This is an optimization exercise on Yosys and OpenROAD, whose aim is small area, a short achievable clock period and few clock cycles, not a production implementation.
Function was checked by simulation only, so behaviour that the tests miss may differ from the original.

==> inputs of run a <==
// llc_core
module llc_core (
    input  wire logic       clk,
    input  wire logic       rst,
    input  wire logic       req_valid_i,
    output logic            req_ready_o,
    input  wire llc_pkg::req_op_t    req_op_i,
    input  wire llc_pkg::line_addr_t req_addr_i,
    input  wire llc_pkg::line_t      req_line_i,
    input  wire logic       dma_req_valid_i,
    output logic            dma_req_ready_o,
    input  wire llc_pkg::req_op_t    dma_req_op_i,
    input  wire llc_pkg::line_addr_t dma_req_addr_i,
    input  wire llc_pkg::line_t      dma_req_line_i,
    input  wire logic       mem_rsp_valid_i,
    output logic            mem_rsp_ready_o,
    input  wire llc_pkg::line_t      mem_rsp_line_i,
    output logic            rsp_valid_o,
    input  wire logic       rsp_ready_i,
    output llc_pkg::line_addr_t      rsp_addr_o,
    output llc_pkg::line_t           rsp_line_o,
    output logic            dma_rsp_valid_o,
    input  wire logic       dma_rsp_ready_i,
    output llc_pkg::line_addr_t      dma_rsp_addr_o,
    output llc_pkg::line_t           dma_rsp_line_o,
    output logic            mem_req_valid_o,
    input  wire logic       mem_req_ready_i,
  ...
Settings: LEC_CHECK=0, CAP_MARGIN=20, CORE_MARGIN=2, CORE_UTILIZATION=45, SETUP_SLACK_MARGIN=2.0, SLEW_MARGIN=20; clock period 5.0 ns.
run.sh (not shown) runs the stock make flow with config.mk's settings and CLKGATE_MAP_FILE= SYNTH_SCRIPT=/design/flow/synth_recipe.tcl, a recipe that flattens the netlist after the stock synthesis.
==> run b: changes against run a <==
--- a/flow/design.v
+++ b/flow/design.v
@@ -65,33 +65,30 @@
     localparam int NW = llc_pkg::LLC_WAYS;
     localparam int NS = llc_pkg::LLC_SETS;
     localparam int NE = NW * NS;
     localparam int TB = llc_pkg::LLC_TAG_BITS;
     localparam int LB = llc_pkg::LINE_BITS;
     localparam int AB = llc_pkg::ADDR_BITS;
-    localparam int RQ  = 9;    
+    localparam int RQ  = 8;    
     localparam int FQ  = 4;    
-    localparam int MQ  = 4;    
+    localparam int MQ  = 3;    
     localparam int FQB = 2;
     logic [NE-1:0][TB-1:0] tag_mem;
     logic [NE-1:0][LB-1:0] line_mem;
     logic [NE-1:0]         st_vld;
     logic [NE-1:0]         st_dty;
     logic [NS-1:0][1:0]    ptr;
     logic          r_vld;
     logic          r_dma;
     logic          r_op;
     logic [AB-1:0] r_addr;
     logic [LB-1:0] r_line;
     logic [NS-1:0]         set_oh;
-    logic [NW-1:0]         w_hit;      
-    logic [NW-1:0]         w_vic;      
-    logic                  any_inv;    
-    logic                  v_dty;      
-    logic [TB-1:0]         vtag;       
-    logic [1:0]            s_ptr;      
+    logic [NW-1:0]         w_vld, w_dty;
+    logic [NW-1:0][TB-1:0] w_tag;
+    logic [1:0]            s_ptr;
     logic [RQ-1:0]          rq_v;
     logic [RQ-1:0]          rq_rdy;
     logic [RQ-1:0]          rq_dma;
     logic [RQ-1:0][AB-1:0]  rq_addr;
     logic [RQ-1:0][LB-1:0]  rq_line;
     logic [RQ-1:0][FQB-1:0] rq_wait;
@@ -119,27 +116,21 @@
     assign mq_deq = mq_v[0] & mem_req_ready_i;
     assign fq_ne = |fq_vld;
     logic rq_ok, mq_ok, fq_ok, go;
     assign rq_ok = ~rq_v[RQ-1] | rq_deq;
     assign mq_ok = ~mq_v[MQ-2] | (~mq_v[MQ-1] & mem_req_ready_i);
     assign fq_ok = r_op | ~&fq_vld | (mem_rsp_valid_i & fq_ne);
-    logic cons;
-    assign cons = ~rq_v[RQ-1] & ~mq_v[MQ-2] & (r_op | ~&fq_vld);
-    assign go = r_vld & (cons | (~r_op & rq_ok & mq_ok & fq_ok));
-    logic fill_rdy;
-    assign fill_rdy = fq_ne & ~(r_vld & r_op & cons);
-    assign fill_go  = mem_rsp_valid_i & fill_rdy;
-    assign mem_rsp_ready_o = fill_rdy;
+    assign go = r_vld & rq_ok & mq_ok & fq_ok;
+    assign fill_go = mem_rsp_valid_i & fq_ne & ~(go & r_op);
+    assign mem_rsp_ready_o = fq_ne & ~(go & r_op);
     logic          take;
     logic [3:0]    in_set;
     logic [NS-1:0] in_oh;
-    logic rdy;
-    assign rdy = ~r_vld | cons;
-    assign req_ready_o     = rdy;
-    assign dma_req_ready_o = rdy & ~req_valid_i;
-    assign take   = rdy & (req_valid_i | dma_req_valid_i);
+    assign req_ready_o     = ~r_vld | go;
+    assign dma_req_ready_o = (~r_vld | go) & ~req_valid_i;
+    assign take   = (~r_vld | go) & (req_valid_i | dma_req_valid_i);
     assign in_set = req_valid_i ? req_addr_i[3:0] : dma_req_addr_i[3:0];
     always_comb for (int k = 0; k < NS; k++) in_oh[k] = (in_set == 4'(k));
     logic [NW-1:0]         in_vld, in_dty;
     logic [NW-1:0][TB-1:0] in_tag;
     logic [1:0]            in_ptr;
     always_comb begin
@@ -155,49 +146,17 @@
             end
             in_ptr = in_ptr | (ptr[k] & {2{in_oh[k]}});
         end
     end
     logic [3:0]    set;
     logic [TB-1:0] tag;
-    logic [NW-1:0] w_sel;
-    logic          hit;
+    logic [NW-1:0] w_hit, w_inv1, w_vic, w_sel;
+    logic          hit, any_inv, vdirty;
     logic          twe, bump;
-    assign set = r_addr[3:0];
-    assign tag = r_addr[AB-1:4];
-    logic                  fwd;
-    logic [TB-1:0]         in_tg;
-    logic [NW-1:0]         p_vld, p_dty, p_hit, p_inv1, p_vic;
-    logic [NW-1:0][TB-1:0] p_tag;
-    logic [1:0]            p_ptr;
-    logic                  p_any_inv;
-    assign fwd   = (set == in_set);
-    assign in_tg = req_valid_i ? req_addr_i[AB-1:4] : dma_req_addr_i[AB-1:4];
-    always_comb begin
-        for (int w = 0; w < NW; w++) begin
-            if (fwd && twe && w_sel[w]) begin
-                p_vld[w] = 1'b1;
-                p_dty[w] = r_op;
-                p_tag[w] = tag;
-                p_hit[w] = (tag == in_tg);
-            end else begin
-                p_vld[w] = in_vld[w];
-                p_dty[w] = in_dty[w];
-                p_tag[w] = in_tag[w];
-                p_hit[w] = in_vld[w] & (in_tag[w] == in_tg);
-            end
-        end
-        p_ptr = (fwd && bump) ? s_ptr + 2'd1 : in_ptr;
-        p_any_inv = ~&p_vld;
-        p_inv1[0] = ~p_vld[0];
-        p_inv1[1] =  p_vld[0] & ~p_vld[1];
-        p_inv1[2] = &p_vld[1:0] & ~p_vld[2];
-        p_inv1[3] = &p_vld[2:0] & ~p_vld[3];
-        for (int w = 0; w < NW; w++) begin
-            p_vic[w] = p_any_inv ? p_inv1[w] : (p_ptr == 2'(w));
-        end
-    end
+    logic fwd;
+    assign fwd = (set == in_set);
     always_ff @(posedge clk or negedge rst) begin
         if (!rst) begin
             r_vld <= 1'b0;
             r_dma <= 1'b0;
             r_op  <= 1'b0;
         end else begin
@@ -209,78 +168,95 @@
                 r_vld <= 1'b0;
             end
         end
     end
     always_ff @(posedge clk) begin
         if (take) begin
-            r_addr  <= req_valid_i ? req_addr_i : dma_req_addr_i;
-            r_line  <= req_valid_i ? req_line_i : dma_req_line_i;
-            set_oh  <= in_oh;
-            w_hit   <= p_hit;
-            w_vic   <= p_vic;
-            any_inv <= p_any_inv;
-            v_dty   <= |(p_vic & p_dty);
-            s_ptr   <= p_ptr;
+            r_addr <= req_valid_i ? req_addr_i : dma_req_addr_i;
+            r_line <= req_valid_i ? req_line_i : dma_req_line_i;
+            set_oh <= in_oh;
             for (int w = 0; w < NW; w++) begin
-                if (p_vic[w]) vtag <= p_tag[w];
+                if (fwd && twe && w_sel[w]) begin
+                    w_vld[w] <= 1'b1;
+                    w_dty[w] <= r_op;
+                    w_tag[w] <= tag;
+                end else begin
+                    w_vld[w] <= in_vld[w];
+                    w_dty[w] <= in_dty[w];
+                    w_tag[w] <= in_tag[w];
+                end
             end
+            s_ptr <= (fwd && bump) ? s_ptr + 2'd1 : in_ptr;
         end
     end
+    assign set = r_addr[3:0];
+    assign tag = r_addr[AB-1:4];
     logic [NW-1:0][LB-1:0] w_line;
-    logic          vdirty;
-    logic [LB-1:0] vline;
+    logic [TB-1:0] vtag;
+    logic [LB-1:0] rd_line;
     always_comb begin
         for (int w = 0; w < NW; w++) begin
             w_line[w] = '0;
             for (int k = 0; k < NS; k++) begin
                 w_line[w] = w_line[w] | (line_mem[{2'(w), 4'(k)}] & {LB{set_oh[k]}});
             end
+            w_hit[w]  = w_vld[w] & (w_tag[w] == tag);
         end
         hit = |w_hit;
-        for (int w = 0; w < NW; w++) w_sel[w] = w_hit[w] | (~hit & w_vic[w]);
-        vdirty = ~hit & v_dty;
-        vline = '0;
+        any_inv = ~&w_vld;
+        w_inv1[0] = ~w_vld[0];
+        w_inv1[1] =  w_vld[0] & ~w_vld[1];
+        w_inv1[2] = &w_vld[1:0] & ~w_vld[2];
+        w_inv1[3] = &w_vld[2:0] & ~w_vld[3];
         for (int w = 0; w < NW; w++) begin
-            if (w_vic[w]) vline = vline | w_line[w];
+            w_vic[w] = any_inv ? w_inv1[w] : (s_ptr == 2'(w));
+        end
+        if (hit) begin
+            w_sel[0] = w_hit[0];
+            w_sel[1] = ~w_hit[0] & w_hit[1];
+            w_sel[2] = ~|w_hit[1:0] & w_hit[2];
+            w_sel[3] = ~|w_hit[2:0] & w_hit[3];
+        end else begin
+            w_sel = w_vic;
+        end
+        vdirty = ~hit & |(w_vic & w_dty);
+        vtag = '0;
+        rd_line = '0;
+        for (int w = 0; w < NW; w++) begin
+            if (w_vic[w]) vtag = vtag | w_tag[w];
+            if (w_sel[w]) rd_line = rd_line | w_line[w];
         end
     end
-    logic [NW-1:0][FQ-1:0]  wf_ent, wf_match;
-    logic [NW-1:0]          wp, wp_now;
-    logic [NW-1:0][FQB-1:0] wp_id;
-    logic [NW-1:0][LB-1:0]  wh_line;
-    logic [FQ-1:0]  f_ent;
-    logic           pend;
+    logic [NW-1:0][FQ-1:0] wf_ent, wf_match;
+    logic [FQ-1:0]  f_ent, f_match;
+    logic           pend, pend_now;
     logic [FQB-1:0] pend_id;
-    logic [LB-1:0]  hit_line;
     always_comb begin
         for (int w = 0; w < NW; w++) begin
-            wp[w] = 1'b0;
-            wp_id[w] = '0;
             for (int i = 0; i < FQ; i++) begin
                 wf_ent[w][i]   = (fq_ent[i] == {2'(w), set});
                 wf_match[w][i] = wf_ent[w][i] & fq_vld[i] & ~fq_cancel[i];
-                if (wf_match[w][i] && !(fill_go && FQB'(i) == fq_head)) begin
-                    wp[w] = 1'b1;
-                    wp_id[w] = FQB'(i);
-                end
             end
-            wp_now[w]  = fill_go & wf_match[w][fq_head];
-            wh_line[w] = wp_now[w] ? mem_rsp_line_i : w_line[w];
         end
         f_ent = '0;
+        f_match = '0;
+        for (int w = 0; w < NW; w++) begin
+            if (w_sel[w]) begin
+                f_ent   = f_ent   | wf_ent[w];
+                f_match = f_match | wf_match[w];
+            end
+        end
         pend = 1'b0;
         pend_id = '0;
-        hit_line = '0;
-        for (int w = 0; w < NW; w++) begin
-            if (w_sel[w]) f_ent = f_ent | wf_ent[w];
-            if (w_hit[w]) begin
-                pend     = pend | wp[w];
-                pend_id  = pend_id | wp_id[w];
-                hit_line = hit_line | wh_line[w];
+        for (int i = 0; i < FQ; i++) begin
+            if (f_match[i] && !(fill_go && FQB'(i) == fq_head)) begin
+                pend = 1'b1;
+                pend_id = FQB'(i);
             end
         end
+        pend_now = fill_go & f_match[fq_head];
     end
     logic wr_req, rd_miss;
     assign wr_req  = go & r_op;
     assign rd_miss = go & ~hit & ~r_op;
     assign twe     = go & (r_op | ~hit);
     assign bump    = go & ~hit & ~any_inv;
@@ -373,13 +349,13 @@
     end
     always_ff @(posedge clk) begin
         for (int i = 0; i < MQ; i++) begin
             if (mq_wb_at[i]) begin
                 mq_op[i]   <= 1'b1;
                 mq_addr[i] <= {vtag, set};
-                mq_line[i] <= vline;
+                mq_line[i] <= rd_line;
             end else if (mq_rd_at[i]) begin
                 mq_op[i]   <= 1'b0;
                 mq_addr[i] <= r_addr;
             end else if (mq_deq && i != MQ - 1) begin
                 mq_op[i]   <= mq_op[(i + 1) % MQ];
                 mq_addr[i] <= mq_addr[(i + 1) % MQ];
@@ -387,13 +363,13 @@
             end
         end
     end
     logic [LB-1:0]  enq_line;
     logic           enq_rdy;
     logic [FQB-1:0] enq_wait;
-    assign enq_line = r_op ? r_line : hit_line;
+    assign enq_line = r_op ? r_line : (pend_now ? mem_rsp_line_i : rd_line);
     assign enq_rdy  = r_op | (hit & ~pend);
     assign enq_wait = hit ? pend_id : fq_tail;
     logic [RQ-1:0] rq_at, rq_fill;
     always_comb begin
         for (int i = 0; i < RQ; i++) begin
             if (rq_deq) rq_at[i] = go & rq_v[i] & ((i == RQ - 1) ? 1'b1 : ~rq_v[(i + 1) % RQ]);
- SETUP_SLACK_MARGIN: 2.0 -> unset
==> comparison <==
Against run b, the global-route usage of run a is higher by 4.5 points.
Setup slack: run a is higher than run b (1.0 ns).
Non-clock buffer count: run a is higher than run b (854).
Against run b, the worst hold slack of run a is worse by 0.36 ns.
Between run a and run b, the lower core utilization is in run b (gap 5.4 points).
Between run a and run b, the lower sequential share of layout area is in run a (gap 7.1 points).
In run b the clock skew is lower than in run a, by 0.035 ns.
Cell count: run b is smaller than run a (about 11%).
Of run b and run a, run a has the higher design area (gap 13%, measured against run a).
Testbench counts of run a, summed over its fixed seeds: cycles 13,089.
Testbench counts of run b, summed over its fixed seeds: cycles 12,877.

[what the ideal ports hide]
No port has a modelled driver above. Below, the same layouts with a new extraction and two added sets of constraints.
Step 1 (the two cells are an assumption about what drives the block):
set clk [get_ports {clk}]
set_driving_cell -lib_cell sky130_fd_sc_hd__clkbuf_16 $clk
set_driving_cell -lib_cell sky130_fd_sc_hd__buf_2 [delete_from_list [all_inputs] $clk]
Step 2, shift: input delay + t, output delay - t, t = (earliest + latest rising clock arrival at the registers) / 2. This alone moves slack from input paths to output paths.
Slacks: no drivers / after step 1 / after step 2; pairs: no drivers / after step 1.
run | t (ns) | setup WS [ns] | worst setup path at the end | worst register clock-pin slew, ns | worst data-port slew with drivers (ns)
run a | 1.059 | 1.204 / 1.204 / 0.594 | input to register | 0.07 / 0.07 | 0.17
run b | 0.977 | 0.194 / 0.194 / 0.160 | input to register | 0.07 / 0.07 | 0.14
After both steps setup and hold are still met in every run listed. For run a, which loses most, drivers alone change the setup slack by 0.000 ns; drivers and shift together by -0.610 ns.
